Background: an optimization exercise with open tools, aiming at small area. Do not read the settings as production practice. In this exercise RTL edits were held to simulation tests only and were not proved equivalent to the original. Power figures rest on the tool's default switching activity, not on a simulated workload.

--- flow/flow/run.sh ---
#!/bin/bash
# The standard layout (standard.sh), with one change: the port buffers that placement
# puts on every input and output are buf_1 cells instead of the cell buffer_ports picks, and
# clock tree synthesis adds no dummy loads to its leaf nets.
set -euo pipefail
cd "$(dirname "$0")/.."
export BUFFER_PORTS_ARGS="-buffer_cell sky130_fd_sc_hd__buf_1"
export CTS_ARGS="-sink_clustering_enable -repair_clock_nets -dont_use_dummy_load -sink_clustering_size 35 -sink_clustering_max_diameter 60 -buf_list sky130_fd_sc_hd__clkbuf_16"
bash standard.sh > flow_standard.log 2>&1
--- flow/standard.sh ---
#!/bin/bash
# synth_recipe.tcl (not shown) runs the flow's synth.tcl, then flattens the netlist and writes it again
# the make line also repeats each setting of config.mk as NAME=value (left out here)
make -C /OpenROAD-flow-scripts/flow DESIGN_CONFIG=/design/flow/config.mk WORK_HOME=/design/flow/orfs CLKGATE_MAP_FILE= SYNTH_SCRIPT=/design/flow/synth_recipe.tcl "${@:-finish}"
--- flow/config.mk ---
export PLATFORM = sky130hd
export DESIGN_NAME = eth_ipv4_tcp_header_parser
export DESIGN_NICKNAME = eth_ipv4_tcp_header_parser
export VERILOG_FILES = /design/flow/design.v
export SDC_FILE = /design/flow/constraint.sdc
export NUM_CORES = 4
export LEC_CHECK = 0
export CAP_MARGIN = 20
export CORE_MARGIN = 2
export CORE_UTILIZATION = 65
export SLEW_MARGIN = 20
--- flow/constraint.sdc ---
create_clock -name core_clock -period 5.5 [get_ports {i_clk}]
set_input_delay 1.1000 -clock core_clock [delete_from_list [all_inputs] [get_ports {i_clk}]]
set_output_delay 1.1000 -clock core_clock [all_outputs]
set_load 0.01 [all_outputs]
--- flow/design.v ---
package ethp_pkg;
    localparam int IN_TDATA_W  = 8;
    localparam int OUT_TDATA_W = 248;
    localparam int OUT_TUSER_W = 2;
    localparam logic [1:0] ST_OK  = 2'd0;
    localparam logic [1:0] ST_ETH = 2'd1;
    localparam logic [1:0] ST_IP  = 2'd2;
    localparam logic [1:0] ST_TCP = 2'd3;
    localparam logic [15:0] POS_SRC_MAC  = 16'd6;
    localparam logic [15:0] POS_ETYPE    = 16'd12;
    localparam logic [15:0] POS_VER_IHL  = 16'd14;
    localparam logic [15:0] POS_PROTO    = 16'd23;
    localparam logic [15:0] POS_SRC_IP   = 16'd26;
    localparam logic [15:0] POS_DST_IP   = 16'd30;
    localparam logic [15:0] POS_IP_END   = 16'd34;
    localparam logic [7:0]  ETH_LEN      = 8'd14;
    localparam logic [15:0] IP_MIN_END   = 16'd34;
    localparam logic [15:0] TCP_MIN      = 16'd20;
    localparam logic [3:0]  HDR_MIN_WORDS = 4'd5;
    localparam logic [15:0] ETYPE_IPV4   = 16'h0800;
    localparam logic [3:0]  IP_VERSION4  = 4'd4;
    localparam logic [7:0]  PROTO_TCP    = 8'd6;
    localparam logic [7:0] TCP_DPORT    = 8'd2;
    localparam logic [7:0] TCP_DOFF     = 8'd12;
    localparam logic [7:0] TCP_FLAGS    = 8'd13;
    typedef struct packed {
        logic [15:0] len;
        logic [47:0] dst_mac;
        logic [47:0] src_mac;
        logic [15:0] ether_type;
        logic [7:0]  ver_ihl;
        logic [7:0]  protocol;
        logic [31:0] src_ip;
        logic [31:0] dst_ip;
        logic [15:0] tcp_sport;
        logic [15:0] tcp_dport;
        logic [3:0]  data_off;
        logic [3:0]  flags;
    } t_frame;
endpackage
import ethp_pkg::*;
module eth_ipv4_tcp_header_parser #(
    parameter int MAX_FRAME_BYTES = 65535
) (
    input  logic         i_clk,
    input  logic         i_rst_n,
    input  logic         s_axis_tvalid,
    output logic         s_axis_tready,
    input  logic [ethp_pkg::IN_TDATA_W-1:0]  s_axis_tdata,
    input  logic         s_axis_tlast,
    output logic         m_axis_tvalid,
    input  logic         m_axis_tready,
    output logic [ethp_pkg::OUT_TDATA_W-1:0] m_axis_tdata,
    output logic [1:0]   m_axis_tuser
);
    logic        r_full_a, r_full_b;    
    logic        r_wr;                  
    logic        r_rd;                  
    logic        r_ov;                  
    logic        accept, fin, ld;
    logic        rd_full;
    assign s_axis_tready = !(r_full_a && r_full_b);
    assign accept        = s_axis_tvalid && s_axis_tready;
    assign fin           = accept && s_axis_tlast;
    assign rd_full       = r_rd ? r_full_b : r_full_a;
    assign ld            = rd_full && (!r_ov || m_axis_tready);
    always_ff @(posedge i_clk) begin
        if (!i_rst_n) begin
            r_full_a <= 1'b0;
            r_full_b <= 1'b0;
            r_wr     <= 1'b0;
            r_rd     <= 1'b0;
            r_ov     <= 1'b0;
        end else begin
            if (fin) r_wr <= !r_wr;
            if (ld)  r_rd <= !r_rd;
            if ((fin && !r_wr) || (ld && !r_rd)) r_full_a <= fin && !r_wr;
            if ((fin &&  r_wr) || (ld &&  r_rd)) r_full_b <= fin &&  r_wr;
            if (!r_ov || m_axis_tready) r_ov <= rd_full;
        end
    end
    logic [15:0] r_cnt;          
    logic [3:0]  r_ihl;
    logic        r_ver4;
    logic        r_et8;          
    logic        r_et;           
    logic        r_tcp;          
    logic [3:0]  r_dof;
    logic        lo6, lo8;       
    logic [7:0]  pos;
    logic [5:0]  rel_hi;
    logic [7:0]  rel;            
    logic [7:0]  b;
    assign b      = s_axis_tdata;
    assign lo8    = (r_cnt[15:8] == 8'd0);
    assign lo6    = lo8 && (r_cnt[7:6] == 2'd0);
    assign pos    = r_cnt[7:0];
    assign rel_hi = pos[7:2] - {2'b00, r_ihl};
    assign rel    = {rel_hi, pos[1:0]};
    logic at12, at13, at14, at23, at_dof;
    assign at12   = lo6 && pos[5:0] == 6'd12;
    assign at13   = lo6 && pos[5:0] == 6'd13;
    assign at14   = lo6 && pos[5:0] == 6'd14;
    assign at23   = lo6 && pos[5:0] == 6'd23;
    assign at_dof = lo8 && rel == 8'd26;
    always_ff @(posedge i_clk) begin
        if (!i_rst_n) begin
            r_cnt <= 16'd0;
        end else if (accept) begin
            if (s_axis_tlast)           r_cnt <= 16'd0;
            else if (r_cnt != 16'hFFFF) r_cnt <= r_cnt + 16'd1;
        end
    end
    always_ff @(posedge i_clk) begin
        if (accept) begin
            if (at12) r_et8 <= (b == 8'h08);
            if (at13) r_et  <= r_et8 && (b == 8'h00);
            if (at14) begin
                r_ver4 <= (b[7:4] == 4'd4);
                r_ihl  <= b[3:0];
            end
            if (at23)   r_tcp <= (b == 8'd6);
            if (at_dof) r_dof <= b[7:4];
        end
    end
    logic        f_eth, f_et, f_ip, f_st3, f_tcp, f_ok;
    logic [1:0]  f_st;
    logic [5:0]  f_poff;         
    logic [15:0] f_plen;
    logic        f_sat;
    logic [7:0]  t_m1;           
    logic [7:0]  p_m1;           
    assign t_m1   = 8'd13 + {2'b00, r_ihl, 2'b00};
    assign f_poff = 6'd3 + {2'b00, r_ihl} + {2'b00, r_dof};
    assign p_m1   = {f_poff, 2'b01};
    assign f_eth  = !lo8 || pos >= 8'd13;
    assign f_et   = at13 ? (r_et8 && b == 8'h00) : r_et;
    assign f_ip   = f_eth && f_et && r_ver4 && (!lo8 || pos >= 8'd33);
    assign f_st3  = f_ip && r_ihl >= 4'd5 && (!lo8 || pos >= t_m1);
    assign f_tcp  = f_st3 && r_tcp && (!lo8 || pos >= t_m1 + 8'd20);
    assign f_ok   = f_tcp && r_dof >= 4'd5 && (!lo8 || pos >= p_m1);
    assign f_st   = (!f_eth || !f_et) ? ST_ETH : f_ok ? ST_OK : f_st3 ? ST_TCP : ST_IP;
    assign f_sat  = &r_cnt;
    assign f_plen = r_cnt - {8'd0, f_poff, f_sat, !f_sat};
    localparam int NL = 28;      
    logic [NL-1:0] lane_en;
    logic [219:0]  lane_d;
    always_comb begin
        lane_en = '0;
        for (int k = 0; k < 6; k++) lane_en[5-k]  = lo6 && pos[5:0] == 6'(k);
        for (int k = 0; k < 6; k++) lane_en[11-k] = lo6 && pos[5:0] == 6'(6 + k);
        lane_en[13] = at12;
        lane_en[12] = at13;
        lane_en[14] = at23;
        for (int k = 0; k < 4; k++) lane_en[18-k] = lo6 && pos[5:0] == 6'(26 + k);
        for (int k = 0; k < 4; k++) lane_en[22-k] = lo6 && pos[5:0] == 6'(30 + k);
        lane_en[24] = lo8 && rel == 8'd14;
        lane_en[23] = lo8 && rel == 8'd15;
        lane_en[26] = lo8 && rel == 8'd16;
        lane_en[25] = lo8 && rel == 8'd17;
        lane_en[27] = lo8 && rel == 8'd27;
        lane_d = {{b[4], b[2:0]}, {27{b}}};
    end
    logic [219:0] r_fa, r_fb;        
    logic [1:0]   r_sta, r_stb;      
    logic [2:0]   r_visa, r_visb;    
    logic [5:0]   r_pofa, r_pofb;
    logic [15:0]  r_plna, r_plnb;
    logic wa, wb;
    assign wa = s_axis_tvalid && !r_wr && !r_full_a;
    assign wb = s_axis_tvalid &&  r_wr && !r_full_b;
    always_ff @(posedge i_clk) begin
        for (int k = 0; k < NL - 1; k++) begin
            if (wa && lane_en[k]) r_fa[8*k +: 8] <= lane_d[8*k +: 8];
            if (wb && lane_en[k]) r_fb[8*k +: 8] <= lane_d[8*k +: 8];
        end
        if (wa && lane_en[NL-1]) r_fa[219:216] <= lane_d[219:216];
        if (wb && lane_en[NL-1]) r_fb[219:216] <= lane_d[219:216];
        if (fin && !r_wr) begin
            r_sta  <= f_st;
            r_visa <= {f_tcp, f_ip, f_eth};
            r_pofa <= f_poff;
            r_plna <= f_plen;
        end
        if (fin && r_wr) begin
            r_stb  <= f_st;
            r_visb <= {f_tcp, f_ip, f_eth};
            r_pofb <= f_poff;
            r_plnb <= f_plen;
        end
    end
    logic         sa, sb, hold;
    logic [241:0] va, vb, ma, mb;
    logic [241:0] r_o;
    logic [1:0]   r_ost;
    logic         oka, okb;
    assign hold = !ld;
    assign sa   = ld && !r_rd;
    assign sb   = ld &&  r_rd;
    assign oka  = (r_sta == ST_OK);
    assign okb  = (r_stb == ST_OK);
    assign va   = {r_plna, r_pofa, r_fa};
    assign vb   = {r_plnb, r_pofb, r_fb};
    assign ma   = {{22{sa && oka}}, {36{sa && r_visa[2]}}, {72{sa && r_visa[1]}},
                   {112{sa && r_visa[0]}}};
    assign mb   = {{22{sb && okb}}, {36{sb && r_visb[2]}}, {72{sb && r_visb[1]}},
                   {112{sb && r_visb[0]}}};
    always_ff @(posedge i_clk) begin
        r_o   <= ({242{hold}} & r_o) | (ma & va) | (mb & vb);
        r_ost <= ({2{hold}} & r_ost) | ({2{sa}} & r_sta) | ({2{sb}} & r_stb);
    end
    assign m_axis_tvalid = r_ov;
    assign m_axis_tdata  = {4'd0, r_o[241:220], ~|r_ost, 1'b0, r_o[219:0]};
    assign m_axis_tuser  = r_ost;
endmodule
==> summary.md, run 1 <==
| Metric | Value |
|---|---|
| Status | no timing/DRC/antenna violations |
| Area Growth Syn to Fin | 8.86% |
| Routed Antenna Nets | 0 |
| Hold buffers post-CTS | 0 |
| Clk slew on worst S/H paths | 0.09 ns |
| Critical Path Slowest Stage Cell | or4_1 |
| Synth Instances | between 1.5k and 2k |
| Clk pwr share | 27.4% |
| Max-Cap Viols | 0 |
| Yosys top cell area share | 56.3% |
| Final Skew | approximately 0.074 ns |
| Hold Fails Final Rpt | 0 |
| Count of buffers from port buffering | roughly 260 |
| Dpl ws | between 1 and 1.5 ns |
| Final WL | 62200 um |
| GPL Wtd Cong | 0.923 |
| Initial antenna violation count | 0 |
| CP peak stage delay | 0.75 ns |
| Slew Limit Fails | 0 |
| Crit path DAT | 4.45 ns |
| Initial Util | 66.0% |
| CP startpoint kind | flop |
| Largest area contributor in the netlist | edfxtp_1 |
| Post-CTS setup buffer count | 0 |
| Slew headroom | 30.4% |
| Minimum clock period | 4.16 ns |
| Post-Syn Area | 0.0270 mm2 |
| Final HPWL DP | 38400 um |
| Core ar. | just over 0.04 mm2 |
| Largest net degree at the start of global routing | 134 |
| Share of cells above drive strength 1 | ~4.7% |
| Sink Count | 771 |
| Num CTS Buffers | 40 |
| Setup_tns | 0 ns |
| Chip Height | 208 um |
| Post-synth EDFFs | 506 |
| Post-synth top flop | edfxtp_1 |
| Most frequent cells in the layout | edfxtp_1, inv_1, dfxtp_1 |
| Fill cells | 2740 |
| Post-layout util | 71.8% |
| Comb pwr share | 10.1% |
| Clock Root Buffer | clkbuf_16 |
| Site Rows | 74 |
| WL/cell | between 20 and 25 um |
| Global-route usage over all layers | 28.5% |
| Yosys warns | 1 |
| Netlist cell types | 68 |
| Yosys reg bits | about 770 |
| Skew-Pair Late Insertion Delay | between 0.5 and 0.6 ns |
| Mean area per synthesized cell | between 15 and 20 um2 |
| CP Data Required Time | 5.79 ns |
| Post-synth ARST share | 0% |
| Hold_ws | 0.396 ns |
| Critical path origin | r_cnt[0] |
| Hold Crit Start | r_fb[103] |
| Total I/O pin count | between 200 and 300 |
| CP Max Fanout | 9 |
| Reg-to-Reg Start | r_cnt[0] |
| Crit path kind | reg2reg |
| Overall Power | 10.7 mW |
| Switching pwr | 2.51 mW |
| Commonest non-fill, non-tap cell in the layout | edfxtp_1 |
| Setup crit end kind | flop |
| P_int | 8.18 mW |
| Family with the most delay on the worst path | simple AND/OR/NAND/NOR gates |
| P_leak | 11.4 nW |
| GR Overflow Total | 0 |
| Routed via count | 16.1k |
| Max Freq | 0.241 GHz |
| Reg2Reg Depth | 10 |
| # DRC | 0 |
| Crit path depth | 10 |
| Post_cts resized | 0 |
| Vias in the first global route | ~16k |
| Die footprint | 0.0432 mm2 |
| Worst Hold Path Cells | 2 |
| Worst Hold Class | reg2reg |
| Crit-path cells | ha_1 -> nand3_1 -> or4_1 -> ha_1 -> nor2b_1 -> o21ai_0 -> a21oi_1 -> o41ai_1 -> nand4b_1 -> xnor2_1 |
| First-pass GRT wire length | 94100 um |
| Slew @ Worst Pin | 1.03 ns |
| Final #Nets | 2049 |
| DR pass1 iterations | 10 |
| Htree depth | 2 |
| PD cells | around 360 mW/mm2 |
| Seq pwr share | around 62% |
| RSZ-0062 raised after global routing | no |
| Final setup margin | 1.34 ns |
| CTS tree | done |
| Die X | 208 um |
| Buf/Inv on CP | 0 |
| Top cells by area, synth | edfxtp_1, dfxtp_1, a222oi_1, inv_1, ha_1 |
| Switching share of total power | 23.5% |
| First DRT Iteration DRCs | 2171 |
| Final period util | 75.6% |
| Peak VDD IR | around 0.00031 V |
| Final setup violation count | 0 |
| DR vias/cell | 6.37 |
| Post-synthesis sequential area ratio | 76.0% |
| Clk buf depth | 3 |
| CP dominant cell by count | ha_1 |
| Diode count | 0 |
==> cell usage after synthesis, types with 4 or more instances <==
library cell	number
buf_1	10
buf_4	9
a21oi_1	17
edfxtp_1	506
nand4_1	9
buf_2	16
dfxtp_1	265
nor2b_1	12
inv_1	272
and4_1	9
o31ai_1	4
and2_1	13
nand2_1	41
nor2_1	80
nor4_1	5
and3_1	8
a211o_1	4
a222oi_1	242
clkbuf_1	64
nand3_1	13
o21ai_0	23
o21a_1	7
nor3_1	14
nand2b_1	4
xor2_1	13
xnor2_1	17
ha_1	35
==> area by class of cell <==
cell class | count | area [um2] | area share (%)
flip-flops and latches | 771 | 20500 | 69.8
multi-input cells | 630 | 5010 | 17.0
repair buffers | 283 | 1190 | 4.04
inverters | 272 | 1020 | 3.47
clock buffers | 40 | 1000 | 3.41
well taps | 532 | 666 | 2.27
==> cells by family (layout without fill, tap and decap cells) <==
group	count (synthesis)	count (layout)	share of synthesized area (%)
other	1	5	0.0139
muxes	1	1	0.0371
AOI/OAI and AO/OA	325	325	11.0
xor gates and xnor gates	30	30	0.974
adders and majority gates	38	38	1.85
buffers and inverters	379	595	5.68
and+or+nand+nor	231	231	4.50
DFF	771	771	76.0
==> power by group through the flow <==
stage	Clock (mW)	Sequential, mW	Combinational (mW)
after floorplan	0	6.91	0.449
after global placement	0	6.79	1.05
after detailed placement	0	6.81	1.09
after CTS	2.99	6.68	1.09
after global routing	3.17	6.71	1.18
final	2.94	6.68	1.08
==> per-layer routing <==
metal / track usage (%) / up-vias / wire, um
met4: 8.22 / 0 / 1560
met5: 0 / - / 0
met1: 41.0 / 8087 / 25300
met2: 45.1 / 740 / 29800
li1: - / 7180 / -
met3: 5.61 / 94 / 5590
==> per-stage QoR <==
stage / std cells / instance area (um2)
6_report: 2528 / 29400
3_3_place_gp: 2488 / 28400
5_1_grt: 2528 / 29400
3_5_place_dp: 2488 / 28400
2_1_floorplan: 1780 / 27000
4_1_cts: 2528 / 29400
==> sequential cells by signal (all words and copies together) (netlist names), 2 cells and up <==
| register | flops |
|---|---|
| r_fb | 220 |
| r_pofb | 6 |
| r_plna | 16 |
| r_dof | 4 |
| r_o | 242 |
| r_cnt | 16 |
| r_plnb | 16 |
| r_ihl | 4 |
| r_visa | 3 |
| r_sta | 2 |
| r_pofa | 6 |
| r_visb | 3 |
| r_stb | 2 |
| r_ost | 2 |
| r_fa | 220 |
==> path summary, 6_finish.rpt <==
check                             endpoint  slack, ns
worst max register to register  r_plnb[13]       1.34
worst min register to register    r_o[103]       0.40
worst max-delay path            r_plnb[13]       1.34
worst min-delay path              r_o[103]       0.40
==> worst register-to-register path: cells and delay by family, from the launching register on <==
kind / cells / cell delay, ns
flip-flops: 1 / 0.41
AO/OA/AOI/OAI: 3 / 1.12
AND/OR/NAND/NOR: 4 / 1.46
XOR/XNOR: 1 / 0.21
adder cells (fa/ha/maj): 2 / 0.71
==> inputs of run 2 (changes only) <==
--- a/flow/design.v
+++ b/flow/design.v
@@ -81,3 +81,4 @@
     end
-    logic [15:0] r_cnt;          
+    logic [15:0] r_cnt;
+    logic        r_pay;
     logic [3:0]  r_ihl;
@@ -90,11 +91,13 @@
     logic [7:0]  pos;
-    logic [5:0]  rel_hi;
+    logic [6:0]  rel_hi;
     logic [7:0]  rel;            
+    logic        rel_neg;        
     logic [7:0]  b;
     assign b      = s_axis_tdata;
-    assign lo8    = (r_cnt[15:8] == 8'd0);
+    assign lo8    = !r_pay && (r_cnt[15:8] == 8'd0);
     assign lo6    = lo8 && (r_cnt[7:6] == 2'd0);
     assign pos    = r_cnt[7:0];
-    assign rel_hi = pos[7:2] - {2'b00, r_ihl};
-    assign rel    = {rel_hi, pos[1:0]};
+    assign rel_hi  = {1'b0, pos[7:2]} - {3'b000, r_ihl};
+    assign rel     = {rel_hi[5:0], pos[1:0]};
+    assign rel_neg = rel_hi[6];
     logic at12, at13, at14, at23, at_dof;
@@ -105,2 +108,12 @@
     assign at_dof = lo8 && rel == 8'd26;
+    logic        c_sat, c_pay;
+    logic [15:0] c_inc;
+    logic [5:0]  f_poff;         
+    logic [7:0]  c_lim;          
+    assign f_poff = 6'd3 + {2'b00, r_ihl} + {2'b00, r_dof};
+    assign c_lim  = r_pay ? ~{f_poff, 2'b10} : 8'hFF;
+    assign c_sat  = (&r_cnt[15:8]) && (r_cnt[7:0] == c_lim);
+    assign c_inc  = c_sat ? r_cnt : r_cnt + 16'd1;
+    assign c_pay  = lo8 && !rel_neg && rel == {1'b0, r_dof + 5'd3, 2'b00} && r_et && r_ver4 && r_ihl >= 4'd5 &&
+                    r_tcp && r_dof >= 4'd5;
     always_ff @(posedge i_clk) begin
@@ -108,5 +121,13 @@
             r_cnt <= 16'd0;
+            r_pay <= 1'b0;
         end else if (accept) begin
-            if (s_axis_tlast)           r_cnt <= 16'd0;
-            else if (r_cnt != 16'hFFFF) r_cnt <= r_cnt + 16'd1;
+            if (s_axis_tlast) begin
+                r_cnt <= 16'd0;
+                r_pay <= 1'b0;
+            end else if (c_pay) begin
+                r_cnt <= 16'hFFFF;
+                r_pay <= 1'b1;
+            end else begin
+                r_cnt <= c_inc;
+            end
         end
@@ -127,10 +148,3 @@
     logic [1:0]  f_st;
-    logic [5:0]  f_poff;         
     logic [15:0] f_plen;
-    logic        f_sat;
-    logic [7:0]  t_m1;           
-    logic [7:0]  p_m1;           
-    assign t_m1   = 8'd13 + {2'b00, r_ihl, 2'b00};
-    assign f_poff = 6'd3 + {2'b00, r_ihl} + {2'b00, r_dof};
-    assign p_m1   = {f_poff, 2'b01};
     assign f_eth  = !lo8 || pos >= 8'd13;
@@ -138,8 +152,7 @@
     assign f_ip   = f_eth && f_et && r_ver4 && (!lo8 || pos >= 8'd33);
-    assign f_st3  = f_ip && r_ihl >= 4'd5 && (!lo8 || pos >= t_m1);
-    assign f_tcp  = f_st3 && r_tcp && (!lo8 || pos >= t_m1 + 8'd20);
-    assign f_ok   = f_tcp && r_dof >= 4'd5 && (!lo8 || pos >= p_m1);
+    assign f_st3  = f_ip && r_ihl >= 4'd5 && (!lo8 || (!rel_neg && rel >= 8'd13));
+    assign f_tcp  = f_st3 && r_tcp && (!lo8 || (!rel_neg && rel >= 8'd33));
+    assign f_ok   = r_pay;
     assign f_st   = (!f_eth || !f_et) ? ST_ETH : f_ok ? ST_OK : f_st3 ? ST_TCP : ST_IP;
-    assign f_sat  = &r_cnt;
-    assign f_plen = r_cnt - {8'd0, f_poff, f_sat, !f_sat};
+    assign f_plen = c_inc;
     localparam int NL = 28;      
--- a/flow/flow/run.sh
+++ b/flow/flow/run.sh
@@ -7,3 +7,3 @@
 export BUFFER_PORTS_ARGS="-buffer_cell sky130_fd_sc_hd__buf_1"
-export CTS_ARGS="-sink_clustering_enable -repair_clock_nets -dont_use_dummy_load -sink_clustering_size 35 -sink_clustering_max_diameter 60 -buf_list sky130_fd_sc_hd__clkbuf_16"
+export CTS_ARGS="-sink_clustering_enable -repair_clock_nets -dont_use_dummy_load -sink_clustering_size 25 -sink_clustering_max_diameter 60 -buf_list \"sky130_fd_sc_hd__clkbuf_4 sky130_fd_sc_hd__clkbuf_8 sky130_fd_sc_hd__clkbuf_16\""
 bash standard.sh > flow_standard.log 2>&1
==> summary.md, run 2 <==
| Metric | Value |
|---|---|
| Crit path DAT | 3.97 ns (was 4.45 ns) |
| Reg2Reg Depth | 10 (unchanged) |
| Global-route usage over all layers | 28.8% (was 28.5%) |
| Largest net degree at the start of global routing | 202 (was 134) |
| Status | no timing/DRC/antenna violations (unchanged) |
| Die X | 207 um (was 208 um) |
| Peak VDD IR | 0.000346 V (was 0.000314 V) |
| Initial antenna violation count | 2 (was 0) |
| Routed via count | 16.2k (was 16.1k) |
| Max-Cap Viols | 0 (unchanged) |
| Crit path kind | reg2reg (unchanged) |
| # DRC | 0 (unchanged) |
| Clk pwr share | 28.2% (was 27.4%) |
| Clk buf depth | 3 (unchanged) |
| Count of buffers from port buffering | 259 (unchanged) |
| Share of cells above drive strength 1 | 4.79% (was 4.66%) |
| Netlist cell types | 68 (unchanged) |
| Hold Fails Final Rpt | 0 (unchanged) |
| Post_cts resized | 0 (unchanged) |
| Buf/Inv on CP | 2 (was 0) |
| Yosys top cell area share | 56.8% (was 56.3%) |
| Slew @ Worst Pin | 1.12 ns (was 1.03 ns) |
| Yosys reg bits | 772 (was 771) |
| Chip Height | 207 um (was 208 um) |
| Clock Root Buffer | clkbuf_16 (unchanged) |
| Hold buffers post-CTS | 0 (unchanged) |
| CP peak stage delay | 0.90 ns (was 0.75 ns) |
| Yosys warns | 1 (unchanged) |
| Final HPWL DP | 37800 um (was 38400 um) |
| Vias in the first global route | 15.1k (was 15.6k) |
| Final period util | 68.2% (was 75.6%) |
| Routed Antenna Nets | 0 (unchanged) |
| RSZ-0062 raised after global routing | no (unchanged) |
| Slew headroom | 25.4% (was 30.4%) |
| Worst Hold Path Cells | 2 (unchanged) |
| Post-synth EDFFs | 506 (unchanged) |
| Clk slew on worst S/H paths | 0.09 ns (about the same) |
| Post-synth top flop | edfxtp_1 (unchanged) |
| PD cells | 368 mW/mm2 (was 364 mW/mm2) |
| Post-synthesis sequential area ratio | 76.7% (was 76.0%) |
| Worst Hold Class | reg2reg (unchanged) |
| GR Overflow Total | 0 (unchanged) |
| Synth top cells by count | edfxtp_1, dfxtp_1, inv_1 (was edfxtp_1, inv_1, dfxtp_1) |
| Htree depth | 2 (unchanged) |
| WL/cell | 24.9 um (was 24.6 um) |
| Max reg flops | 242 (unchanged) |
| Die footprint | 0.0428 mm2 (was 0.0432 mm2) |
| Post-Syn Area | 0.0267 mm2 (was 0.0270 mm2) |
| Largest area contributor in the netlist | edfxtp_1 (unchanged) |
| Biggest register | r_o (unchanged) |
| Critical Path Slowest Stage Cell | nor3_1 (was or4_1) |
| Initial Util | 65.6% (was 66.0%) |
| Comb pwr share | 9.8% (was 10.1%) |
| Crit path depth | 10 (unchanged) |
| Setup_tns | 0 ns (unchanged) |
| GPL Wtd Cong | 0.912 (was 0.923) |
| Mean area per synthesized cell | 15.2 um2 (about the same) |
| Slew Limit Fails | 0 (unchanged) |
| P_leak | 11.3 nW (was 11.4 nW) |
| Synth Instances | 1761 (was 1776) |
| Num CTS Buffers | 42 (was 40) |
| Skew-Pair Late Insertion Delay | 0.59 ns (about the same) |
| First-pass GRT wire length | 91400 um (was 94100 um) |
| Most frequent cells in the layout | edfxtp_1, dfxtp_1, inv_1 (was edfxtp_1, inv_1, dfxtp_1) |
| Switching pwr | 2.54 mW (was 2.51 mW) |
| CTS tree | done (unchanged) |
| Total I/O pin count | 265 (unchanged) |
| Post-CTS setup buffer count | 0 (unchanged) |
| First DRT Iteration DRCs | 2609 (was 2171) |
| Core ar. | 0.0407 mm2 (was 0.0409 mm2) |
| Site Rows | 74 (unchanged) |
| Area Growth Syn to Fin | 9.58% (was 8.86%) |
| P_int | 8.25 mW (was 8.18 mW) |
| CP dominant cell by count | inv_1 (was ha_1) |
| Max Freq | 0.267 GHz (was 0.241 GHz) |
| DR pass1 iterations | 12 (was 10) |
| CP Data Required Time | 5.72 ns (was 5.79 ns) |
| Crit-path cells | inv_1 -> ha_1 -> inv_1 -> fa_1 -> a21o_1 -> a21oi_1 -> xnor2_1 -> nor4_1 -> nand3b_1 -> nor3_1 (was ha_1 -> nand3_1 -> or4_1 -> ha_1 -> nor2b_1 -> o21ai_0 -> a21oi_1 -> o41ai_1 -> nand4b_1 -> xnor2_1) |
| Final Skew | 0.0704 ns (was 0.0742 ns) |
| Top cells by area, synth | edfxtp_1, dfxtp_1, a222oi_1, inv_1, clkbuf_1 (was edfxtp_1, dfxtp_1, a222oi_1, inv_1, ha_1) |
| Final setup violation count | 0 (unchanged) |
| Seq pwr share | 62.0% (was 62.4%) |
| Switching share of total power | 23.5% (about the same) |
| Setup crit end kind | flop (unchanged) |
| Top Registers | r_o (242), r_fa (220), r_fb (220) (unchanged) |
| Final WL | 62800 um (was 62200 um) |
| DR vias/cell | 6.42 (was 6.37) |
| CP startpoint kind | flop (unchanged) |
| Minimum clock period | 3.75 ns (was 4.16 ns) |
| Most common cell in the netlist | edfxtp_1 (unchanged) |
| CP Max Fanout | 11 (was 9) |
| Final #Nets | 2018 (was 2049) |
| Overall Power | 10.8 mW (was 10.7 mW) |
| Post-synth ARST share | 0% (unchanged) |
| Sink Count | 772 (was 771) |
| Family with the most delay on the worst path | simple AND/OR/NAND/NOR gates (unchanged) |
| Commonest non-fill, non-tap cell in the layout | edfxtp_1 (unchanged) |
==> run 2: cell types whose count changed in the layout (fill, tap and decap cells not counted), sizes merged, moves of 8 or more <==
cell and change:
ha -17, inv -8, nand2 +13, nor2b -8, nor3 +10
==> run 2: kinds of logic (layout without fill, tap and decap cells) <==
family / Yosys count / after routing / share of synthesized area, %
buffers and inverters: 369 / 587 / 5.27
DFF: 772 / 772 / 76.7
and+or+nand+nor: 240 / 240 / 4.38
xor gates and xnor gates: 27 / 27 / 0.992
AOI/OAI and AO/OA: 329 / 329 / 11.5
other: 1 / 7 / 0.0140
muxes: 3 / 3 / 0.117
adders and majority gates: 20 / 20 / 0.992
==> run 2: layer usage <==
layer,GRT usage [%],part of all wire [%]
met1,40.4,40
met3,6.08,9.1
met5,0,0
met2,47.0,49
met4,6.31,1.9
==> run 2: final timing paths <==
check	start	end	slack, ns
setup / recovery	r_cnt[2]	r_fb[190]	1.75
hold / removal	r_fb[217]	r_o[217]	0.42
setup reg to reg	r_cnt[2]	r_fb[190]	1.75
hold reg to reg	r_fb[217]	r_o[217]	0.42
==> run 2: power groups by stage <==
stage	Clock, mW	Combinational, mW	Sequential (mW)
floorplan	0	0.444	6.92
global placement	0	1.03	6.80
detailed placement	0	1.06	6.82
CTS	3.08	1.06	6.69
global route	3.29	1.16	6.72
finish	3.04	1.06	6.69
==> run 2: layout make-up <==
type / count / area (um2)
repair buffers: 280 / 1170
well taps: 532 / 666
flip-flops and latches: 772 / 20500
fillers: 2786 / 11400
multi-input cells: 624 / 4890
inverters: 265 / 995
diodes: 2 / 5.00
clock buffers: 42 / 1050
==> run 2: worst reg2reg max path: cells and delay by family, from the launching register on <==
| kind | cells | cell delay (ns) |
|---|---|---|
| AO/OA/AOI/OAI | 2 | 0.47 |
| XOR/XNOR | 1 | 0.18 |
| adder cells (fa/ha/maj) | 2 | 0.57 |
| buffers and inverters | 2 | 0.22 |
| flip-flops | 1 | 0.44 |
| AND/OR/NAND/NOR | 3 | 1.53 |
==> run 2: metrics by stage <==
stage          worst slack [ns]  cell area (um2)  hold slack, ns  utilization, %  cells
6_report                   1.75            29300           0.418            71.9   2517
5_1_grt                    1.41            29300           0.429            71.9   2516
4_1_cts                    1.80            29200           0.416            71.8   2514
3_5_place_dp               1.79            28200           0.439            69.2   2472
3_3_place_gp               1.91            28200           0.431            69.2   2472
2_1_floorplan              2.33            26800           0.430               -   1765
==> inputs of run 3 (changes only) <==
==> flow/flow/run.sh (replaced) <==
#!/bin/bash
# The standard layout (standard.sh), with one change: the port buffers that placement
# puts on every input and output are buf_1 cells instead of the cell buffer_ports picks, and
# clock tree synthesis adds no dummy loads to its leaf nets.
set -euo pipefail
cd "$(dirname "$0")/.."
export BUFFER_PORTS_ARGS="-buffer_cell sky130_fd_sc_hd__buf_1"
export CTS_ARGS="-sink_clustering_enable -repair_clock_nets -dont_use_dummy_load -sink_clustering_size 25 -sink_clustering_max_diameter 60 -buf_list sky130_fd_sc_hd__clkbuf_16"
bash standard.sh > flow_standard.log 2>&1
--- a/flow/config.mk
+++ b/flow/config.mk
@@ -7,5 +7,5 @@
 export LEC_CHECK = 0
-export CAP_MARGIN = 20
+export CAP_MARGIN = 0
 export CORE_MARGIN = 2
 export CORE_UTILIZATION = 65
-export SLEW_MARGIN = 20
+export SLEW_MARGIN = 0
==> summary.md, run 3 <==
| Metric | Value |
|---|---|
| Biggest register | r_o (unchanged) |
| Num CTS Buffers | 42 (unchanged) |
| Final #Nets | 2017 (was 2018) |
| Most common cell in the netlist | edfxtp_1 (unchanged) |
| Clock Root Buffer | clkbuf_16 (unchanged) |
| Yosys top cell area share | 56.8% (unchanged) |
| Share of cells above drive strength 1 | 4.54% (was 4.79%) |
| DR pass1 iterations | 10 (was 12) |
| Worst Hold Path Cells | 2 (unchanged) |
| Site Rows | 74 (unchanged) |
| Post-layout util | 71.8% (was 71.9%) |
| Routed via count | 16.1k (was 16.2k) |
| # DRC | 0 (unchanged) |
| Final WL | 62400 um (was 62800 um) |
| Post-CTS setup buffer count | 0 (unchanged) |
| Post-synth EDFFs | 506 (unchanged) |
| Global-route usage over all layers | 28.8% (unchanged) |
| Post-synthesis sequential area ratio | 76.7% (unchanged) |
| Reg2Reg Setup Slack | 1.78 ns (was 1.75 ns) |
| First-pass GRT wire length | 91400 um (unchanged) |
| Synth Instances | 1761 (unchanged) |
| Max-Cap Viols | 0 (unchanged) |
| PD cells | 369 mW/mm2 (was 368 mW/mm2) |
| Crit path kind | reg2reg (unchanged) |
| Post-synth top flop | edfxtp_1 (unchanged) |
| Post_cts resized | 0 (unchanged) |
| Die X | 207 um (unchanged) |
| Reg2Reg Depth | 10 (unchanged) |
| Largest area contributor in the netlist | edfxtp_1 (unchanged) |
| Hold EP | r_o[217] (unchanged) |
| RR Endpoint | r_fa[198] (was r_fb[190]) |
| Skew-Pair Late Insertion Delay | 0.59 ns (about the same) |
| Sink Count | 772 (unchanged) |
| Peak VDD IR | 0.000346 V (about the same) |
| Most frequent cells in the layout | edfxtp_1, dfxtp_1, inv_1 (unchanged) |
| Top cells by area, synth | edfxtp_1, dfxtp_1, a222oi_1, inv_1, clkbuf_1 (unchanged) |
| Setup crit end kind | flop (unchanged) |
| Fill cells | 2785 (was 2786) |
| CP Max Fanout | 11 (unchanged) |
| Hold Fails Final Rpt | 0 (unchanged) |
| Die footprint | 0.0428 mm2 (unchanged) |
| Largest net degree at the start of global routing | 202 (unchanged) |
| Post-synth ARST share | 0% (unchanged) |
| Yosys warns | 1 (unchanged) |
| Post-Syn Area | 0.0267 mm2 (unchanged) |
| Worst Hold Class | reg2reg (unchanged) |
| Slew headroom | 21.2% (was 25.4%) |
| Synth top cells by count | edfxtp_1, dfxtp_1, inv_1 (unchanged) |
| Area Growth Syn to Fin | 9.40% (was 9.58%) |
| Slew @ Worst Pin | 1.18 ns (was 1.12 ns) |
| Clk slew on worst S/H paths | 0.09 ns (about the same) |
| Clk buf depth | 3 (unchanged) |
| Vias in the first global route | 15.1k (unchanged) |
| Yosys reg bits | 772 (unchanged) |
| Htree depth | 2 (unchanged) |
| Core ar. | 0.0407 mm2 (unchanged) |
| P_leak | 11.3 nW (about the same) |
| Final Instance Area | 0.0293 mm2 (about the same) |
| CTS tree | done (unchanged) |
| WL/cell | 24.8 um (was 24.9 um) |
| GR Overflow Total | 0 (unchanged) |
| Slew Limit Fails | 0 (unchanged) |
| Placed cell count | 2472 (unchanged) |
| Hold buffers post-CTS | 0 (unchanged) |
| Final setup violation count | 0 (unchanged) |
| Max reg flops | 242 (unchanged) |
| Reg-to-Reg Start | r_cnt[2] (unchanged) |
| Status | no timing/DRC/antenna violations (unchanged) |
| Final cell count without fillers | 2516 (was 2517) |
| RSZ-0062 raised after global routing | no (unchanged) |
| Minimum clock period | 3.72 ns (was 3.75 ns) |
| Routed Antenna Nets | 0 (unchanged) |
| DR vias/cell | 6.39 (was 6.42) |
| Top Registers | r_o (242), r_fa (220), r_fb (220) (unchanged) |
| Setup_tns | 0 ns (unchanged) |
| CP Data Required Time | 5.71 ns (was 5.72 ns) |
| Chip Height | 207 um (unchanged) |
| First DRT Iteration DRCs | 2644 (was 2609) |
| Netlist cell types | 68 (unchanged) |
| Placed Area | 0.0282 mm2 (unchanged) |
| Initial Util | 65.6% (unchanged) |
| GPL Wtd Cong | 0.912 (unchanged) |
| Commonest non-fill, non-tap cell in the layout | edfxtp_1 (unchanged) |
| Max Freq | 0.269 GHz (was 0.267 GHz) |
| Final Skew | 0.0708 ns (was 0.0704 ns) |
| Hold Crit Start | r_fb[217] (unchanged) |
| Final period util | 67.6% (was 68.2%) |
| Initial antenna violation count | 2 (unchanged) |
| CP startpoint kind | flop (unchanged) |
| Total I/O pin count | 265 (unchanged) |
| Mean area per synthesized cell | 15.2 um2 (unchanged) |
| Crit path DAT | 3.93 ns (was 3.97 ns) |
| Final HPWL DP | 37800 um (unchanged) |
| Count of buffers from port buffering | 259 (unchanged) |
==> run 3: how the worst max path moves through the flow <==
stage,slack (ns),from,endpoint,cells after the start
finish,1.78,r_cnt[2],r_fa[198],10
global route,1.44,r_cnt[2],r_fa[188],10
CTS,1.80,r_cnt[2],r_fa[198],10
detailed placement,1.79,r_cnt[2],r_fa[194],10
global placement,1.91,r_cnt[2],r_fb[189],10
floorplan,2.33,r_cnt[2],r_fb[184],11
==> run 3: stage by stage <==
step	power, mW	hold slack (ns)	worst slack, ns
floorplan	7.36	0.430	2.33
global placement	7.83	0.431	1.91
CTS	10.8	0.416	1.80
detailed placement	7.88	0.439	1.79
global route	11.2	0.429	1.44
finish	10.8	0.418	1.78
==> run 3: cell families after synthesis <==
kind of cell,count (synthesis),share of synthesized area (%)
buffers and inverters,369,5.27
AOI/OAI and AO/OA,329,11.5
muxes,3,0.117
DFF,772,76.7
and+or+nand+nor,240,4.38
other,1,0.0140
adders and majority gates,20,0.992
xor gates and xnor gates,27,0.992
==> run 3: layout make-up <==
cell class	count	area [um2]	share of cell area, %
Antenna cell	2	5.00	0.0171
Clock buffer	42	1050	3.59
Inverter	265	995	3.40
Multi-Input combinational cell	624	4870	16.6
Sequential cell	772	20500	70.2
Tap cell	532	666	2.28
Timing Repair Buffer	279	1140	3.91
==> run 3: critical path, cell delays in order (launching register included) <==
cell      delay [ns]
dfxtp_1         0.44
inv_1           0.17
ha_1            0.17
inv_1           0.05
fa_1            0.39
a21o_1          0.17
a21oi_1         0.30
xnor2_1         0.17
nor4_1          0.33
nand3b_1        0.26
nor3_1          0.91
==> run 3: where the power goes <==
group          total (mW)  switching, mW  internal [mW]
Clock                3.04           1.68           1.36
Combinational        1.05          0.663          0.392
Sequential           6.69          0.195           6.49
==> run 3: routing by layer <==
metal | wire length [um] | part of all wire [%] | vias to the layer above | GRT usage [%]
met1 | 24800 | 40 | 8097 | 40.4
met4 | 1160 | 1.9 | 0 | 6.31
met2 | 30800 | 49 | 734 | 47.0
met3 | 5570 | 8.9 | 79 | 6.08
met5 | 0 | 0 | - | 0
li1 | - | - | 7175 | -
==> inputs of run 4 (changes only) <==
--- a/flow/config.mk
+++ b/flow/config.mk
@@ -7,5 +7,5 @@
 export LEC_CHECK = 0
-export CAP_MARGIN = 0
+export CAP_MARGIN = 20
 export CORE_MARGIN = 2
 export CORE_UTILIZATION = 65
-export SLEW_MARGIN = 0
+export SLEW_MARGIN = 20
==> summary.md, run 4 <==
| Metric | Value |
|---|---|
| Worst Hold Path Cells | 2 (unchanged) |
| Hold Fails Final Rpt | 0 (unchanged) |
| Largest net degree at the start of global routing | 202 (unchanged) |
| WL/cell | 24.9 um (was 24.8 um) |
| Post-layout util | 71.9% (was 71.8%) |
| Skew-Pair Late Insertion Delay | 0.59 ns (about the same) |
| CP Max Fanout | 11 (unchanged) |
| Final setup violation count | 0 (unchanged) |
| Top Registers | r_o (242), r_fa (220), r_fb (220) (unchanged) |
| Seq pwr share | 62.0% (about the same) |
| Switching pwr | 2.54 mW (about the same) |
| Final period util | 68.2% (was 67.6%) |
| Clock Root Buffer | clkbuf_16 (unchanged) |
| Max Freq | 0.267 GHz (was 0.269 GHz) |
| RR Endpoint | r_fb[190] (was r_fa[198]) |
| Most common cell in the netlist | edfxtp_1 (unchanged) |
| Status | no timing/DRC/antenna violations (unchanged) |
| P_leak | 11.3 nW (about the same) |
| Netlist cell types | 68 (unchanged) |
| Share of cells above drive strength 1 | 4.79% (was 4.54%) |
| Top cells by area, synth | edfxtp_1, dfxtp_1, a222oi_1, inv_1, clkbuf_1 (unchanged) |
| Final WL | 62800 um (was 62400 um) |
| First DRT Iteration DRCs | 2609 (was 2644) |
| Routed Antenna Nets | 0 (unchanged) |
| Minimum clock period | 3.75 ns (was 3.72 ns) |
| CTS tree | done (unchanged) |
| Biggest register | r_o (unchanged) |
| Clk pwr share | 28.2% (about the same) |
| RSZ-0062 raised after global routing | no (unchanged) |
| Comb pwr share | 9.8% (about the same) |
| Hold EP | r_o[217] (unchanged) |
| Reg2Reg Depth | 10 (unchanged) |
| First-pass GRT wire length | 91400 um (unchanged) |
| PD cells | 368 mW/mm2 (was 369 mW/mm2) |
| Post-synth ARST share | 0% (unchanged) |
| Placed Area | 0.0282 mm2 (unchanged) |
| Post-CTS setup buffer count | 0 (unchanged) |
| Setup crit end kind | flop (unchanged) |
| Max-Cap Viols | 0 (unchanged) |
| Routed via count | 16.2k (was 16.1k) |
| Yosys reg bits | 772 (unchanged) |
| Area Growth Syn to Fin | 9.58% (was 9.40%) |
| Initial Util | 65.6% (unchanged) |
| Chip Height | 207 um (unchanged) |
| DR pass1 iterations | 12 (was 10) |
| Final HPWL DP | 37800 um (unchanged) |
| Core ar. | 0.0407 mm2 (unchanged) |
| Switching share of total power | 23.5% (about the same) |
| GPL Wtd Cong | 0.912 (unchanged) |
| Hold Crit Start | r_fb[217] (unchanged) |
| Clk buf depth | 3 (unchanged) |
| Fill cells | 2786 (was 2785) |
| Num CTS Buffers | 42 (unchanged) |
| Post-Syn Area | 0.0267 mm2 (unchanged) |
| Final #Nets | 2018 (was 2017) |
| Vias in the first global route | 15.1k (unchanged) |
| Commonest non-fill, non-tap cell in the layout | edfxtp_1 (unchanged) |
| Hold buffers post-CTS | 0 (unchanged) |
| Reg2Reg Setup Slack | 1.75 ns (was 1.78 ns) |
| Global-route usage over all layers | 28.8% (unchanged) |
| Setup_tns | 0 ns (unchanged) |
| CP Data Required Time | 5.72 ns (was 5.71 ns) |
| Overall Power | 10.8 mW (about the same) |
| GR Overflow Total | 0 (unchanged) |
| Post-synthesis sequential area ratio | 76.7% (unchanged) |
| Worst Hold Class | reg2reg (unchanged) |
| Initial antenna violation count | 2 (unchanged) |
| Most frequent cells in the layout | edfxtp_1, dfxtp_1, inv_1 (unchanged) |
| Slew @ Worst Pin | 1.12 ns (was 1.18 ns) |
| DR vias/cell | 6.42 (was 6.39) |
| Synth Instances | 1761 (unchanged) |
| # DRC | 0 (unchanged) |
| CP startpoint kind | flop (unchanged) |
| Slew Limit Fails | 0 (unchanged) |
| Largest area contributor in the netlist | edfxtp_1 (unchanged) |
| Synth top cells by count | edfxtp_1, dfxtp_1, inv_1 (unchanged) |
| Clk slew on worst S/H paths | 0.09 ns (about the same) |
| Yosys warns | 1 (unchanged) |
| Total I/O pin count | 265 (unchanged) |
| Die X | 207 um (unchanged) |
| Post_cts resized | 0 (unchanged) |
| Max reg flops | 242 (unchanged) |
| Crit path kind | reg2reg (unchanged) |
| P_int | 8.25 mW (about the same) |
| Die footprint | 0.0428 mm2 (unchanged) |
| Yosys top cell area share | 56.8% (unchanged) |
| Site Rows | 74 (unchanged) |
| Count of buffers from port buffering | 259 (unchanged) |
| Peak VDD IR | 0.000346 V (about the same) |
| Htree depth | 2 (unchanged) |
| Crit path DAT | 3.97 ns (was 3.93 ns) |
| Slew headroom | 25.4% (was 21.2%) |
| Final Skew | 0.0704 ns (was 0.0708 ns) |
| Post-synth EDFFs | 506 (unchanged) |
| Reg-to-Reg Start | r_cnt[2] (unchanged) |
| Final Instance Area | 0.0293 mm2 (about the same) |
| Sink Count | 772 (unchanged) |
| Post-synth top flop | edfxtp_1 (unchanged) |
| Mean area per synthesized cell | 15.2 um2 (unchanged) |
-- run 4: cell counts after synthesis --
Identical to the previous run, type by type.
-- run 4: cells by family after synthesis --
kind of cell,after synthesis,synth area share (%)
compound gates,329,11.5
flops,772,76.7
simple gates,240,4.38
fa+ha+maj,20,0.992
mux,3,0.117
xor+xnor,27,0.992
buf+inv,369,5.27
other cells,1,0.0140
-- run 4: cell type report --
class | instances | area (um2) | share of cell area, %
flip-flops and latches | 772 | 20500 | 70.0
multi-input cells | 624 | 4890 | 16.7
repair buffers | 280 | 1170 | 4.00
clock buffers | 42 | 1050 | 3.59
inverters | 265 | 995 | 3.39
well taps | 532 | 666 | 2.27
diodes | 2 | 5.00 | 0.0171
-- run 4: metrics by stage --
stage	worst slack (ns)	hold slack [ns]	instances
6_report	1.75	0.418	2517
5_1_grt	1.41	0.429	2516
4_1_cts	1.80	0.416	2514
3_5_place_dp	1.79	0.439	2472
3_3_place_gp	1.91	0.431	2472
2_1_floorplan	2.33	0.430	1765
-- run 4: per-layer routing --
| metal | GRT usage [%] | wire length (um) |
|---|---|---|
| met1 | 40.4 | 25000 |
| met2 | 47.0 | 30800 |
| met3 | 6.08 | 5720 |
| met4 | 6.31 | 1180 |
| met5 | 0 | 0 |
-- run 4: critical path, stage by stage, from the launching register on --
cell	delay (ns)
dfxtp_1	0.44
inv_1	0.17
ha_1	0.17
inv_1	0.05
fa_1	0.39
a21o_1	0.17
a21oi_1	0.30
xnor2_1	0.18
nor4_1	0.33
nand3b_1	0.30
nor3_1	0.90
-- run 4: worst max path at each step --
stage	startpoint	end	slack, ns	cells after the start
after floorplan	r_cnt[2]	r_fb[184]	2.33	11
final	r_cnt[2]	r_fb[190]	1.75	10
after detailed placement	r_cnt[2]	r_fa[194]	1.79	10
after global routing	r_cnt[2]	r_fb[189]	1.41	10
after CTS	r_cnt[2]	r_fa[198]	1.80	10
after global placement	r_cnt[2]	r_fb[189]	1.91	10
-- run 4: power by group through the flow --
stage               logic (mW)  clock network, mW  registers, mW
floorplan                0.444                  0           6.92
global placement          1.03                  0           6.80
detailed placement        1.06                  0           6.82
CTS                       1.06               3.08           6.69
global route              1.16               3.29           6.72
finish                    1.06               3.04           6.69
==> inputs of run 5 (changes only) <==
--- a/flow/flow/run.sh
+++ b/flow/flow/run.sh
@@ -7,3 +7,3 @@
 export BUFFER_PORTS_ARGS="-buffer_cell sky130_fd_sc_hd__buf_1"
-export CTS_ARGS="-sink_clustering_enable -repair_clock_nets -dont_use_dummy_load -sink_clustering_size 25 -sink_clustering_max_diameter 60 -buf_list sky130_fd_sc_hd__clkbuf_16"
+export CTS_ARGS="-sink_clustering_enable -repair_clock_nets -dont_use_dummy_load -sink_clustering_size 40 -sink_clustering_max_diameter 45 -sink_buffer_max_cap_derate 1.0 -buf_list sky130_fd_sc_hd__clkbuf_16"
 bash standard.sh > flow_standard.log 2>&1
==> summary.md, run 5 <==
| Metric | Value |
|---|---|
| DR vias/cell | 6.42 (about the same) |
| Switching pwr | 2.61 mW (was 2.54 mW) |
| Final Skew | 0.0990 ns (was 0.0704 ns) |
| Max reg flops | 242 (unchanged) |
| Num CTS Buffers | 57 (was 42) |
| Reg2Reg Depth | 10 (unchanged) |
| Clock Root Buffer | clkbuf_16 (unchanged) |
| Die X | 207 um (unchanged) |
| Biggest register | r_o (unchanged) |
| Htree depth | 2 (unchanged) |
| Peak VDD IR | 0.000293 V (was 0.000346 V) |
| Hold_ws | 0.422 ns (was 0.418 ns) |
| Overall Power | 11.3 mW (was 10.8 mW) |
| Yosys top cell area share | 56.8% (unchanged) |
| First-pass GRT wire length | 91900 um (was 91400 um) |
| WL/cell | 24.9 um (about the same) |
| CP peak stage delay | 0.89 ns (was 0.90 ns) |
| P_int | 8.71 mW (was 8.25 mW) |
| Post-CTS setup buffer count | 0 (unchanged) |
| Top cells by area, synth | edfxtp_1, dfxtp_1, a222oi_1, inv_1, clkbuf_1 (unchanged) |
| RSZ-0062 raised after global routing | no (unchanged) |
| Final WL | 63000 um (was 62800 um) |
| Clk slew on worst S/H paths | 0.08 ns (was 0.09 ns) |
| Top Registers | r_o (242), r_fa (220), r_fb (220) (unchanged) |
| Yosys warns | 1 (unchanged) |
| Critical path origin | r_cnt[2] (unchanged) |
| Skew-Pair Late Insertion Delay | 0.64 ns (was 0.59 ns) |
| Post-synth ARST share | 0% (unchanged) |
| Clk pwr share | 31.5% (was 28.2%) |
| GPL Wtd Cong | 0.912 (unchanged) |
| Largest net degree at the start of global routing | 202 (unchanged) |
| Area of the multi-input gates | 0.00489 mm2 (unchanged) |
| Sink Count | 772 (unchanged) |
| Post_cts resized | 0 (unchanged) |
| Final period util | 68.1% (was 68.2%) |
| P_leak | 11.5 nW (was 11.3 nW) |
| Dpl ws | 1.79 ns (unchanged) |
| Total I/O pin count | 265 (unchanged) |
| Slew @ Worst Pin | 1.12 ns (about the same) |
| Initial Util | 65.6% (unchanged) |
| CP startpoint kind | flop (unchanged) |
| Synth Instances | 1761 (unchanged) |
| Die footprint | 0.0428 mm2 (unchanged) |
| Comb pwr share | 9.3% (was 9.8%) |
| Yosys reg bits | 772 (unchanged) |
| Setup_tns | 0 ns (unchanged) |
| Status | no timing/DRC/antenna violations (unchanged) |
| Initial antenna violation count | 2 (unchanged) |
| Slew Limit Fails | 0 (unchanged) |
| # DRC | 0 (unchanged) |
| Vias in the first global route | 15.2k (was 15.1k) |
| Final #Nets | 2033 (was 2018) |
| Placed Area | 0.0282 mm2 (unchanged) |
| Chip Height | 207 um (unchanged) |
| Minimum clock period | 3.75 ns (about the same) |
| CP Max Fanout | 11 (unchanged) |
| Hold buffers post-CTS | 0 (unchanged) |
| First DRT Iteration DRCs | 2686 (was 2609) |
| Post-synth top flop | edfxtp_1 (unchanged) |
| Critical Path Slowest Stage Cell | nor3_1 (unchanged) |
| Post-synth EDFFs | 506 (unchanged) |
| CTS tree | done (unchanged) |
| Share of cells above drive strength 1 | 5.51% (was 4.79%) |
| Fill cells | 2733 (was 2786) |
| CP dominant cell by count | inv_1 (unchanged) |
| Count of buffers from port buffering | 259 (unchanged) |
| RR Endpoint | r_fb[187] (was r_fb[190]) |
| Core ar. | 0.0407 mm2 (unchanged) |
| Final Instance Area | 0.0297 mm2 (was 0.0293 mm2) |
| Most common cell in the netlist | edfxtp_1 (unchanged) |
| CP Data Required Time | 5.71 ns (was 5.72 ns) |
| Post-layout util | 72.8% (was 71.9%) |
| Reg2Reg Setup Slack | 1.75 ns (about the same) |
| Max Freq | 0.267 GHz (about the same) |
| Most frequent cells in the layout | edfxtp_1, dfxtp_1, inv_1 (unchanged) |
| Mean area per synthesized cell | 15.2 um2 (unchanged) |
| Seq pwr share | 59.1% (was 62.0%) |
| Register Area | 0.0205 mm2 (unchanged) |
| Crit path kind | reg2reg (unchanged) |
| Post-Syn Area | 0.0267 mm2 (unchanged) |
| Worst Hold Path Cells | 2 (unchanged) |
| Largest area contributor in the netlist | edfxtp_1 (unchanged) |
| Met2 Use GR | 47.5% (was 47.0%) |
| Routed via count | 16.2k (about the same) |
| DR pass1 iterations | 9 (was 12) |
| Post-synthesis sequential area ratio | 76.7% (unchanged) |
| Commonest non-fill, non-tap cell in the layout | edfxtp_1 (unchanged) |
| GR Util met1 | 40.7% (was 40.4%) |
| Hold EP | r_o[82] (was r_o[217]) |
| Hold Fails Final Rpt | 0 (unchanged) |
| Grt met3 use | 5.84% (was 6.08%) |
| PD cells | 382 mW/mm2 (was 368 mW/mm2) |
| Synth top cells by count | edfxtp_1, dfxtp_1, inv_1 (unchanged) |
| Area Growth Syn to Fin | 11.0% (was 9.58%) |
| Reg-to-Reg Start | r_cnt[2] (unchanged) |
| Crit-path cells | inv_1 -> ha_1 -> inv_1 -> fa_1 -> a21o_1 -> a21oi_1 -> xnor2_1 -> nor4_1 -> nand3b_1 -> nor3_1 (unchanged) |
| Hold Crit Start | r_fb[82] (was r_fb[217]) |
| Final setup margin | 1.75 ns (about the same) |
| Setup crit end kind | flop (unchanged) |
| Clk buf depth | 3 (unchanged) |
| Final HPWL DP | 37800 um (unchanged) |
| Final cell count without fillers | 2532 (was 2517) |
| Netlist cell types | 68 (unchanged) |
| GR Overflow Total | 0 (unchanged) |
| Busiest grt layer | met2 (unchanged) |
| Final setup violation count | 0 (unchanged) |
| Routed Antenna Nets | 0 (unchanged) |
| Worst Hold Class | reg2reg (unchanged) |
| Switching share of total power | 23.1% (was 23.5%) |
| Site Rows | 74 (unchanged) |
| Global-route usage over all layers | 29.0% (was 28.8%) |
| Crit path DAT | 3.96 ns (was 3.97 ns) |
| Placed cell count | 2472 (unchanged) |
| Slew headroom | 25.2% (was 25.4%) |
| Max-Cap Viols | 0 (unchanged) |
## run 5: critical path, delay by kind of cell (launching register included)
kind | cells | cell delay (ns)
AO/OA/AOI/OAI | 2 | 0.47
flip-flops | 1 | 0.43
AND/OR/NAND/NOR | 3 | 1.52
XOR/XNOR | 1 | 0.17
buffers and inverters | 2 | 0.22
adder cells (fa/ha/maj) | 2 | 0.56
## run 5: kinds of logic (layout without fill, tap and decap cells)
group | after synthesis | count (layout) | share of synthesized area [%]
buffers and inverters | 369 | 602 | 5.27
multiplexers | 3 | 3 | 0.117
adder cells (fa/ha/maj) | 20 | 20 | 0.992
XOR/XNOR | 27 | 27 | 0.992
other | 1 | 7 | 0.0140
AO/OA/AOI/OAI | 329 | 329 | 11.5
AND/OR/NAND/NOR | 240 | 240 | 4.38
flip-flops | 772 | 772 | 76.7
## run 5: power groups by stage
stage	Sequential [mW]	Combinational, mW	Clock, mW
floorplan	6.92	0.444	0
global placement	6.80	1.03	0
detailed placement	6.82	1.06	0
CTS	6.69	1.06	3.62
global route	6.73	1.16	3.82
finish	6.70	1.06	3.57
## run 5: worst max-delay path by stage
stage	to	cells after the start	slack, ns
final	r_fb[187]	10	1.75
after global routing	r_fb[190]	10	1.41
after CTS	r_fa[193]	10	1.79
after detailed placement	r_fa[194]	10	1.79
after global placement	r_fb[189]	10	1.91
after floorplan	r_fb[184]	11	2.33
## run 5: cell type report
type	count	area share [%]
Timing Repair Buffer	280	3.95
Inverter	265	3.35
Multi-Input combinational cell	624	16.5
Tap cell	532	2.24
Antenna cell	2	0.0169
Sequential cell	772	69.1
Clock buffer	57	4.81
## run 5: layer usage
| metal | vias to the layer above | share of wire, % |
|---|---|---|
| met3 | 85 | 8.7 |
| met2 | 796 | 50 |
| met4 | 0 | 1.8 |
| li1 | 7213 | - |
| met5 | - | 0 |
| met1 | 8151 | 40 |
==> inputs of run 6 (changes only) <==
--- a/flow/flow/run.sh
+++ b/flow/flow/run.sh
@@ -7,3 +7,3 @@
 export BUFFER_PORTS_ARGS="-buffer_cell sky130_fd_sc_hd__buf_1"
-export CTS_ARGS="-sink_clustering_enable -repair_clock_nets -dont_use_dummy_load -sink_clustering_size 40 -sink_clustering_max_diameter 45 -sink_buffer_max_cap_derate 1.0 -buf_list sky130_fd_sc_hd__clkbuf_16"
+export CTS_ARGS="-sink_clustering_enable -repair_clock_nets -dont_use_dummy_load -sink_clustering_size 36 -sink_clustering_max_diameter 80 -buf_list sky130_fd_sc_hd__clkbuf_16"
 bash standard.sh > flow_standard.log 2>&1
--- a/flow/config.mk
+++ b/flow/config.mk
@@ -7,5 +7,5 @@
 export LEC_CHECK = 0
-export CAP_MARGIN = 20
+export CAP_MARGIN = 0
 export CORE_MARGIN = 2
 export CORE_UTILIZATION = 65
-export SLEW_MARGIN = 20
+export SLEW_MARGIN = 0
==> summary.md, run 6 <==
| Metric | Value |
|---|---|
| Yosys reg bits | 772 (unchanged) |
| Post-CTS setup buffer count | 0 (unchanged) |
| Post-synth ARST share | 0% (unchanged) |
| Post-synthesis sequential area ratio | 76.7% (unchanged) |
| Site Rows | 74 (unchanged) |
| Final Skew | 0.0781 ns (was 0.0990 ns) |
| Synth top cells by count | edfxtp_1, dfxtp_1, inv_1 (unchanged) |
| Crit path kind | reg2reg (unchanged) |
| Routed via count | 16.0k (was 16.2k) |
| RSZ-0062 raised after global routing | no (unchanged) |
| Mean area per synthesized cell | 15.2 um2 (unchanged) |
| Seq pwr share | 64.8% (was 59.1%) |
| Final setup violation count | 0 (unchanged) |
| Commonest non-fill, non-tap cell in the layout | edfxtp_1 (unchanged) |
| Most frequent cells in the layout | edfxtp_1, dfxtp_1, inv_1 (unchanged) |
| Fill cells | 2807 (was 2733) |
| Htree depth | 1 (was 2) |
| Vias in the first global route | 15.0k (was 15.2k) |
| Chip Height | 207 um (unchanged) |
| Sink Count | 772 (unchanged) |
| Routed Antenna Nets | 0 (unchanged) |
| # DRC | 0 (unchanged) |
| Initial antenna violation count | 2 (unchanged) |
| Die X | 207 um (unchanged) |
| GPL Wtd Cong | 0.912 (unchanged) |
| Switching share of total power | 23.6% (was 23.1%) |
| Num CTS Buffers | 31 (was 57) |
| Minimum clock period | 3.71 ns (was 3.75 ns) |
| Netlist cell types | 68 (unchanged) |
| Register Area | 0.0205 mm2 (unchanged) |
| CP startpoint kind | flop (unchanged) |
| Skew-Pair Late Insertion Delay | 0.62 ns (was 0.64 ns) |
| Worst Hold Class | reg2reg (unchanged) |
| Most common cell in the netlist | edfxtp_1 (unchanged) |
| Max reg flops | 242 (unchanged) |
| Post-Syn Area | 0.0267 mm2 (unchanged) |
| GR Overflow Total | 0 (unchanged) |
| CP Max Fanout | 11 (unchanged) |
| Die footprint | 0.0428 mm2 (unchanged) |
| Final period util | 67.5% (was 68.1%) |
| CP Data Required Time | 5.72 ns (was 5.71 ns) |
| Yosys top cell area share | 56.8% (unchanged) |
| P_leak | 11.2 nW (was 11.5 nW) |
| Count of buffers from port buffering | 259 (unchanged) |
| Share of cells above drive strength 1 | 4.01% (was 5.51%) |
| Core ar. | 0.0407 mm2 (unchanged) |
| Crit path DAT | 3.93 ns (was 3.96 ns) |
| First DRT Iteration DRCs | 2460 (was 2686) |
| Hold Fails Final Rpt | 0 (unchanged) |
| Global-route usage over all layers | 28.3% (was 29.0%) |
| Yosys warns | 1 (unchanged) |
| Largest net degree at the start of global routing | 202 (unchanged) |
| Clk pwr share | 25.0% (was 31.5%) |
| Hold_ws | 0.426 ns (was 0.422 ns) |
| Post-synth EDFFs | 506 (unchanged) |
| Biggest register | r_o (unchanged) |
| P_int | 7.89 mW (was 8.71 mW) |
| CTS tree | done (unchanged) |
| Setup crit end kind | flop (unchanged) |
| WL/cell | 24.8 um (was 24.9 um) |
| Largest area contributor in the netlist | edfxtp_1 (unchanged) |
| PD cells | 356 mW/mm2 (was 382 mW/mm2) |
| Synth Instances | 1761 (unchanged) |
| Clk buf depth | 3 (unchanged) |
| Max-Cap Viols | 0 (unchanged) |
| Area Growth Syn to Fin | 8.37% (was 11.0%) |
| Status | no timing/DRC/antenna violations (unchanged) |
| Post-layout util | 71.1% (was 72.8%) |
| Slew @ Worst Pin | 1.19 ns (was 1.12 ns) |
| Top cells by area, synth | edfxtp_1, dfxtp_1, a222oi_1, inv_1, clkbuf_1 (unchanged) |
| Initial Util | 65.6% (unchanged) |
| Final #Nets | 2006 (was 2033) |
| Slew Limit Fails | 0 (unchanged) |
| DR vias/cell | 6.38 (was 6.42) |
| Comb pwr share | 10.2% (was 9.3%) |
| Top Registers | r_o (242), r_fa (220), r_fb (220) (unchanged) |
| Max Freq | 0.269 GHz (was 0.267 GHz) |
| Switching pwr | 2.43 mW (was 2.61 mW) |
| Final WL | 62100 um (was 63000 um) |
| Peak VDD IR | 0.000321 V (was 0.000293 V) |
| Post_cts resized | 0 (unchanged) |
| Final HPWL DP | 37800 um (unchanged) |
| First-pass GRT wire length | 90500 um (was 91900 um) |
| Area of the multi-input gates | 0.00487 mm2 (was 0.00489 mm2) |
| DR pass1 iterations | 13 (was 9) |
| Clk slew on worst S/H paths | 0.12 ns (was 0.08 ns) |
| Post-synth top flop | edfxtp_1 (unchanged) |
| Total I/O pin count | 265 (unchanged) |
| Slew headroom | 20.3% (was 25.2%) |
| Setup_tns | 0 ns (unchanged) |
| Hold buffers post-CTS | 0 (unchanged) |
| Clock Root Buffer | clkbuf_16 (unchanged) |
run 6: path summary, 6_finish.rpt:
| check | cells past startpoint | start | to | slack (ns) |
|---|---|---|---|---|
| setup / recovery | 10 | r_cnt[2] | r_fa[186] | 1.79 |
| hold / removal | 2 | r_fb[9] | r_o[9] | 0.43 |
| setup reg to reg | 10 | r_cnt[2] | r_fa[186] | 1.79 |
| hold reg to reg | 2 | r_fb[9] | r_o[9] | 0.43 |
run 6: critical path: stages (launching register included):
cell and delay (ns):
dfxtp_1 0.43, inv_1 0.16, ha_1 0.18, inv_1 0.06
fa_1 0.40, a21o_1 0.17, a21oi_1 0.30, xnor2_1 0.18
nor4_1 0.33, nand3b_1 0.27, nor3_1 0.87
run 6: area by class of cell:
type / count / area share (%)
Sequential cell: 772 / 70.8
Multi-Input combinational cell: 624 / 16.8
Timing Repair Buffer: 279 / 3.95
Inverter: 265 / 3.43
Clock buffer: 31 / 2.68
Tap cell: 532 / 2.30
Antenna cell: 2 / 0.0173
run 6: metal layers:
layer	track usage, %	share of wire [%]	vias up
met4	4.91	1.5	0
met2	47.1	50	785
met3	5.04	8.9	58
met5	0	0	-
li1	-	-	7139
met1	40.2	40	8011
run 6: metrics by stage:
step | cell area [um2] | cells | worst slack [ns] | total power, mW
6_report | 29000 | 2505 | 1.79 | 10.3
5_1_grt | 29000 | 2504 | 1.43 | 10.7
3_3_place_gp | 28200 | 2472 | 1.91 | 7.83
4_1_cts | 29000 | 2503 | 1.82 | 10.4
3_5_place_dp | 28200 | 2472 | 1.79 | 7.88
2_1_floorplan | 26800 | 1765 | 2.33 | 7.36
run 6: kinds of logic after synthesis:
group | after synthesis | share of synthesized area, %
AO/OA/AOI/OAI | 329 | 11.5
XOR/XNOR | 27 | 0.992
adder cells (fa/ha/maj) | 20 | 0.992
buffers and inverters | 369 | 5.27
flip-flops | 772 | 76.7
multiplexers | 3 | 0.117
other | 1 | 0.0140
AND/OR/NAND/NOR | 240 | 4.38
run 6: power by group through the flow:
stage | logic, mW | registers (mW) | clock network [mW]
2_1_floorplan | 0.444 | 6.92 | 0
6_report | 1.05 | 6.69 | 2.59
5_1_grt | 1.16 | 6.72 | 2.81
3_3_place_gp | 1.03 | 6.80 | 0
3_5_place_dp | 1.06 | 6.82 | 0
4_1_cts | 1.06 | 6.69 | 2.63

separate check: timing with driven ports:
In the flow no input, the clock included, has a driving cell. The finished layouts below were timed again as built, in two steps.
Step 1: set_driving_cell puts a clkbuf_16 on i_clk and a buf_2 on each other input, an assumption about the parent block.
Step 2 moves the port delays by t, midway between the first and last clock arrival at a register: inputs arrive t later, outputs are due t later. That takes back most of the time a late clock gives input paths.
Three values: no drivers, after step 1, after step 2; two values: the first two.
run | shift t [ns] | setup WS [ns] | pins driven straight from the clock port
run 1 | 0.613 | 1.343 / 1.343 / 1.343 | 1
run 2 | 0.616 | 1.751 / 1.751 / 1.751 | 1
run 3 | 0.618 | 1.780 / 1.780 / 1.780 | 1
run 4 | 0.616 | 1.751 / 1.751 / 1.751 | 1
run 5 | 0.651 | 1.752 / 1.752 / 1.752 | 1
run 6 | 0.643 | 1.789 / 1.789 / 1.789 | 1
After both steps setup and hold are still met in every run listed.
